Background: an optimization exercise with open tools, aiming at small area. Do not read the settings as production practice. Function was checked by simulation only, so behaviour that the tests miss may differ from the original. Power figures rest on the tool's default switching activity, not on a simulated workload.

==> flow/design.v <==
module id_stage #(
  parameter int REGS  = 32,
  parameter int WIDTH = 32
) (
  input  logic             clk,
  input  logic             rst_n,
  input  logic [31:0]      InstrD,
  input  logic [WIDTH-1:0] PCPlus4D,
  input  logic             RegWriteW,
  input  logic [4:0]       WriteRegW,
  input  logic [WIDTH-1:0] ResultW,
  input  logic [WIDTH-1:0] ALUOutM,
  input  logic             ForwardAD,
  input  logic             ForwardBD,
  input  logic             FlushE,
  output logic [WIDTH-1:0] PCBranchD,
  output logic             PCSrcD,
  output logic [4:0]       RsD,
  output logic [4:0]       RtD,
  output logic             RegWriteE,
  output logic             MemtoRegE,
  output logic             MemWriteE,
  output logic             ALUSrcE,
  output logic             RegDstE,
  output logic [2:0]       ALUControlE,
  output logic [WIDTH-1:0] RD1E,
  output logic [WIDTH-1:0] RD2E,
  output logic [WIDTH-1:0] SignImmE,
  output logic [4:0]       RsE,
  output logic [4:0]       RtE,
  output logic [4:0]       RdE
);
  localparam int N = REGS - 1;   
  logic [N*WIDTH-1:0] rf_q;       
  logic [N*WIDTH-1:0] rf_d;
  logic [N-1:0]       vld_q;      
  logic [N-1:0]       we, wen;
  logic [N-1:0]       sel1, sel2;
  logic [5:0]       opcode, funct;
  logic [4:0]       rs, rt;
  logic             reg_write, mem_to_reg, mem_write, alu_src, reg_dst, branch, jump;
  logic [2:0]       alu_ctrl;
  logic [WIDTH-1:0] rd1, rd2, cmp_a, cmp_b;
  logic             equal_d;
  assign opcode = InstrD[31:26];
  assign funct  = InstrD[5:0];
  assign rs     = InstrD[25:21];
  assign rt     = InstrD[20:16];
  assign RsD    = rs;
  assign RtD    = rt;
  always_comb begin
    for (int k = 1; k < REGS; k++) begin
      we[k-1]   = RegWriteW && (WriteRegW == k);
      wen[k-1]  = !(RegWriteW && (WriteRegW == k));
      sel1[k-1] = (rs == k) && (vld_q[k-1] || we[k-1]);
      sel2[k-1] = (rt == k) && (vld_q[k-1] || we[k-1]);
    end
  end
  always_ff @(posedge clk or negedge rst_n) begin
    if (!rst_n) vld_q <= '0;
    else        vld_q <= vld_q | we;
  end
  for (genvar k = 0; k < N; k++) begin : g_reg
    for (genvar b = 0; b < WIDTH; b++) begin : g_bit
      id_hold u_hold (.we(we[k]), .wen(wen[k]), .r(ResultW[b]), .q(rf_q[k*WIDTH+b]), .d(rf_d[k*WIDTH+b]));
    end
  end
  always_ff @(posedge clk) rf_q <= rf_d;
  id_rdport #(.N(N), .WIDTH(WIDTH)) u_rd1 (.sel(sel1), .q(rf_d), .y(rd1));
  id_rdport #(.N(N), .WIDTH(WIDTH)) u_rd2 (.sel(sel2), .q(rf_d), .y(rd2));
  always_comb begin
    reg_write  = 1'b0;
    mem_to_reg = 1'b0;
    mem_write  = 1'b0;
    alu_src    = 1'b0;
    reg_dst    = 1'b0;
    branch     = 1'b0;
    jump       = 1'b0;
    alu_ctrl   = 3'b000;
    case (opcode)
      6'b000000: begin
        reg_write = 1'b1;
        reg_dst   = 1'b1;
        case (funct)
          6'b100000: alu_ctrl = 3'b010;
          6'b100010: alu_ctrl = 3'b110;
          6'b100100: alu_ctrl = 3'b000;
          6'b100101: alu_ctrl = 3'b001;
          6'b101010: alu_ctrl = 3'b111;
          default: begin
            reg_write = 1'b0;
            reg_dst   = 1'b0;
          end
        endcase
      end
      6'b100011: begin
        reg_write  = 1'b1;
        mem_to_reg = 1'b1;
        alu_src    = 1'b1;
        alu_ctrl   = 3'b010;
      end
      6'b101011: begin
        mem_write = 1'b1;
        alu_src   = 1'b1;
        alu_ctrl  = 3'b010;
      end
      6'b001000: begin
        reg_write = 1'b1;
        alu_src   = 1'b1;
        alu_ctrl  = 3'b010;
      end
      6'b000100: begin
        branch   = 1'b1;
        alu_ctrl = 3'b110;
      end
      6'b000010: jump = 1'b1;
      default: ;
    endcase
  end
  assign cmp_a   = ForwardAD ? ALUOutM : rd1;
  assign cmp_b   = ForwardBD ? ALUOutM : rd2;
  assign equal_d = (cmp_a == cmp_b);
  assign PCSrcD  = (branch & equal_d) | jump;
  logic [29:0] pc_sum;
  id_pcadd u_pcadd (.pc(PCPlus4D[31:2]), .imm(InstrD[15:0]), .sum(pc_sum));
  assign PCBranchD = jump ? {PCPlus4D[WIDTH-1:28], InstrD[25:0], 2'b00} : {pc_sum, PCPlus4D[1:0]};
  logic [15:0] simm_q;
  always_ff @(posedge clk or negedge rst_n) begin
    if (!rst_n) begin
      RegWriteE   <= 1'b0;
      MemtoRegE   <= 1'b0;
      MemWriteE   <= 1'b0;
      ALUSrcE     <= 1'b0;
      RegDstE     <= 1'b0;
      ALUControlE <= 3'b000;
      RD1E        <= '0;
      RD2E        <= '0;
      simm_q      <= '0;
      RsE         <= '0;
      RtE         <= '0;
    end else if (FlushE) begin
      RegWriteE   <= 1'b0;
      MemtoRegE   <= 1'b0;
      MemWriteE   <= 1'b0;
      ALUSrcE     <= 1'b0;
      RegDstE     <= 1'b0;
      ALUControlE <= 3'b000;
      RD1E        <= '0;
      RD2E        <= '0;
      simm_q      <= '0;
      RsE         <= '0;
      RtE         <= '0;
    end else begin
      RegWriteE   <= reg_write;
      MemtoRegE   <= mem_to_reg;
      MemWriteE   <= mem_write;
      ALUSrcE     <= alu_src;
      RegDstE     <= reg_dst;
      ALUControlE <= alu_ctrl;
      RD1E        <= rd1;
      RD2E        <= rd2;
      simm_q      <= InstrD[15:0];
      RsE         <= rs;
      RtE         <= rt;
    end
  end
  assign SignImmE = {{(WIDTH-16){simm_q[15]}}, simm_q};
  assign RdE      = simm_q[15:11];
endmodule
module id_hold (
  input  logic we,
  input  logic wen,
  input  logic r,
  input  logic q,
  output logic d
);
  assign d = (we & r) | (wen & q);
endmodule
module id_aoi222 (
  input  logic [2:0] s,
  input  logic [2:0] q,
  output logic       yn
);
  assign yn = !((s[0] & q[0]) | (s[1] & q[1]) | (s[2] & q[2]));
endmodule
module id_aoi22 (
  input  logic [1:0] s,
  input  logic [1:0] q,
  output logic       yn
);
  assign yn = !((s[0] & q[0]) | (s[1] & q[1]));
endmodule
module id_rdbit #(
  parameter int M = 32
) (
  input  logic [M-1:0] s,
  input  logic [M-1:0] q,
  output logic         y
);
  localparam int G3 = M / 3;
  localparam int R  = M % 3;
  localparam int G  = G3 + (R != 0 ? 1 : 0);
  logic [G-1:0] yn;
  for (genvar g = 0; g < G3; g++) begin : g_aoi
    id_aoi222 u_aoi (.s(s[3*g +: 3]), .q(q[3*g +: 3]), .yn(yn[g]));
  end
  if (R == 2) begin : g_r2
    id_aoi22 u_aoi (.s(s[3*G3 +: 2]), .q(q[3*G3 +: 2]), .yn(yn[G3]));
  end else if (R == 1) begin : g_r1
    assign yn[G3] = !(s[M-1] & q[M-1]);
  end
  assign y = !(&yn);
endmodule
module id_rdport #(
  parameter int N     = 31,
  parameter int WIDTH = 32
) (
  input  logic [N-1:0]       sel,
  input  logic [N*WIDTH-1:0] q,
  output logic [WIDTH-1:0]   y
);
  for (genvar b = 0; b < WIDTH; b++) begin : g_bit
    logic [N-1:0] qb;
    for (genvar k = 0; k < N; k++) begin : g_k
      assign qb[k] = q[k*WIDTH+b];
    end
    id_rdbit #(.M(N)) u_bit (.s(sel), .q(qb), .y(y[b]));
  end
endmodule
module id_rca8 (
  input  logic [7:0] a,
  input  logic [7:0] b,
  input  logic       ci,
  output logic [7:0] s,
  output logic       co
);
  logic [8:0] c;
  assign c[0] = ci;
  for (genvar i = 0; i < 8; i++) begin : g_bit
    assign s[i]   = a[i] ^ b[i] ^ c[i];
    assign c[i+1] = (a[i] & b[i]) | (c[i] & (a[i] ^ b[i]));
  end
  assign co = c[8];
endmodule
module id_pcadd (
  input  logic [29:0] pc,
  input  logic [15:0] imm,
  output logic [29:0] sum
);
  logic        c8, c16a, c16b, c16, cu;
  logic [7:0]  s1a, s1b;
  logic [13:0] pu, pre;
  id_rca8 u_lo  (.a(pc[7:0]),  .b(imm[7:0]),  .ci(1'b0), .s(sum[7:0]), .co(c8));
  id_rca8 u_hi0 (.a(pc[15:8]), .b(imm[15:8]), .ci(1'b0), .s(s1a),      .co(c16a));
  id_rca8 u_hi1 (.a(pc[15:8]), .b(imm[15:8]), .ci(1'b1), .s(s1b),      .co(c16b));
  assign sum[15:8] = c8 ? s1b : s1a;
  assign c16       = c8 ? c16b : c16a;
  assign cu        = c16 ^ imm[15];
  assign pu        = pc[29:16] ^ {14{imm[15]}};
  assign pre[0]    = 1'b1;
  for (genvar i = 1; i < 14; i++) begin : g_pre
    assign pre[i] = pre[i-1] & pu[i-1];
  end
  assign sum[29:16] = pc[29:16] ^ ({14{cu}} & pre);
endmodule
clock: 9.0 ns
lec_check: 0
cap_margin: 20
core_margin: 2
core_utilization: 55
cts_buf_list: sky130_fd_sc_hd__clkbuf_16
cts_cluster_diameter: 80
cts_cluster_size: 24
setup_slack_margin: 0.2
slew_margin: 20
synth_hierarchical: 1
synth_minimum_keep_size: 0
buffer_ports_args: -buffer_cell sky130_fd_sc_hd__buf_2
standard.sh (not shown) runs the stock make flow with config.mk's settings and CLKGATE_MAP_FILE= SYNTH_SCRIPT=/design/flow/synth_recipe.tcl, a recipe that flattens the netlist after the stock synthesis.
==> flow/flow/run.sh <==
#!/bin/bash
# The standard layout, except that the port buffers are sky130_fd_sc_hd__buf_2 rather than
# the delay buffer buffer_ports picks on its own. Every port still gets its buffer.
set -euo pipefail
echo 'export BUFFER_PORTS_ARGS = -buffer_cell sky130_fd_sc_hd__buf_2' >> config.mk
bash standard.sh synth > synth.log 2>&1
bash standard.sh > layout.log 2>&1
Rerun with:
--- a/flow/design.v
+++ b/flow/design.v
@@ -122,7 +122,6 @@
   assign equal_d = (cmp_a == cmp_b);
   assign PCSrcD  = (branch & equal_d) | jump;
-  logic [29:0] pc_sum;
-  id_pcadd u_pcadd (.pc(PCPlus4D[31:2]), .imm(InstrD[15:0]), .sum(pc_sum));
-  assign PCBranchD = jump ? {PCPlus4D[WIDTH-1:28], InstrD[25:0], 2'b00} : {pc_sum, PCPlus4D[1:0]};
+  assign PCBranchD = jump ? {PCPlus4D[WIDTH-1:28], InstrD[25:0], 2'b00}
+                          : PCPlus4D + {{(WIDTH-18){InstrD[15]}}, InstrD[15:0], 2'b00};
   logic [15:0] simm_q;
   always_ff @(posedge clk or negedge rst_n) begin
@@ -228,38 +227,2 @@
   end
 endmodule
-module id_rca8 (
-  input  logic [7:0] a,
-  input  logic [7:0] b,
-  input  logic       ci,
-  output logic [7:0] s,
-  output logic       co
-);
-  logic [8:0] c;
-  assign c[0] = ci;
-  for (genvar i = 0; i < 8; i++) begin : g_bit
-    assign s[i]   = a[i] ^ b[i] ^ c[i];
-    assign c[i+1] = (a[i] & b[i]) | (c[i] & (a[i] ^ b[i]));
-  end
-  assign co = c[8];
-endmodule
-module id_pcadd (
-  input  logic [29:0] pc,
-  input  logic [15:0] imm,
-  output logic [29:0] sum
-);
-  logic        c8, c16a, c16b, c16, cu;
-  logic [7:0]  s1a, s1b;
-  logic [13:0] pu, pre;
-  id_rca8 u_lo  (.a(pc[7:0]),  .b(imm[7:0]),  .ci(1'b0), .s(sum[7:0]), .co(c8));
-  id_rca8 u_hi0 (.a(pc[15:8]), .b(imm[15:8]), .ci(1'b0), .s(s1a),      .co(c16a));
-  id_rca8 u_hi1 (.a(pc[15:8]), .b(imm[15:8]), .ci(1'b1), .s(s1b),      .co(c16b));
-  assign sum[15:8] = c8 ? s1b : s1a;
-  assign c16       = c8 ? c16b : c16a;
-  assign cu        = c16 ^ imm[15];
-  assign pu        = pc[29:16] ^ {14{imm[15]}};
-  assign pre[0]    = 1'b1;
-  for (genvar i = 1; i < 14; i++) begin : g_pre
-    assign pre[i] = pre[i-1] & pu[i-1];
-  end
-  assign sum[29:16] = pc[29:16] ^ ({14{cu}} & pre);
-endmodule
=> Worst setup slack degrades by 0.26 ns; non-clock buffer count grows by 1; design area rose by 0.81%; total power rises by 0.50%; worst hold slack got worse by 0.0063 ns; maximum frequency goes down by 3.0%.

## static timing again, ports no longer ideal
The results above use ideal ports. As a check the final layouts listed here were re-extracted and re-timed, cells and wires unchanged.
Step 1 sets driving cells, clkbuf_16 on the clock port and buf_2 on the other inputs (assumed; they add their load-dependent delay and slew).
Step 2 moves the port delays by t, midway between the first and last clock arrival at a register: inputs arrive t later, outputs are due t later. That takes back most of the time a late clock gives input paths.
Three values: ideal, step 1, step 2; two values: the first two.
run	t (ns)	setup slack, ns	latest minus earliest clock arrival (ns)
the first run	0.756	0.493 / 0.468 / 0.468	0.049 / 0.050
the second run	0.744	0.232 / 0.209 / 0.209	0.044 / 0.043
After both steps every run listed still meets setup and hold. For the first run, which loses most, drivers alone change the setup slack by -0.025 ns; drivers and shift together by -0.025 ns.
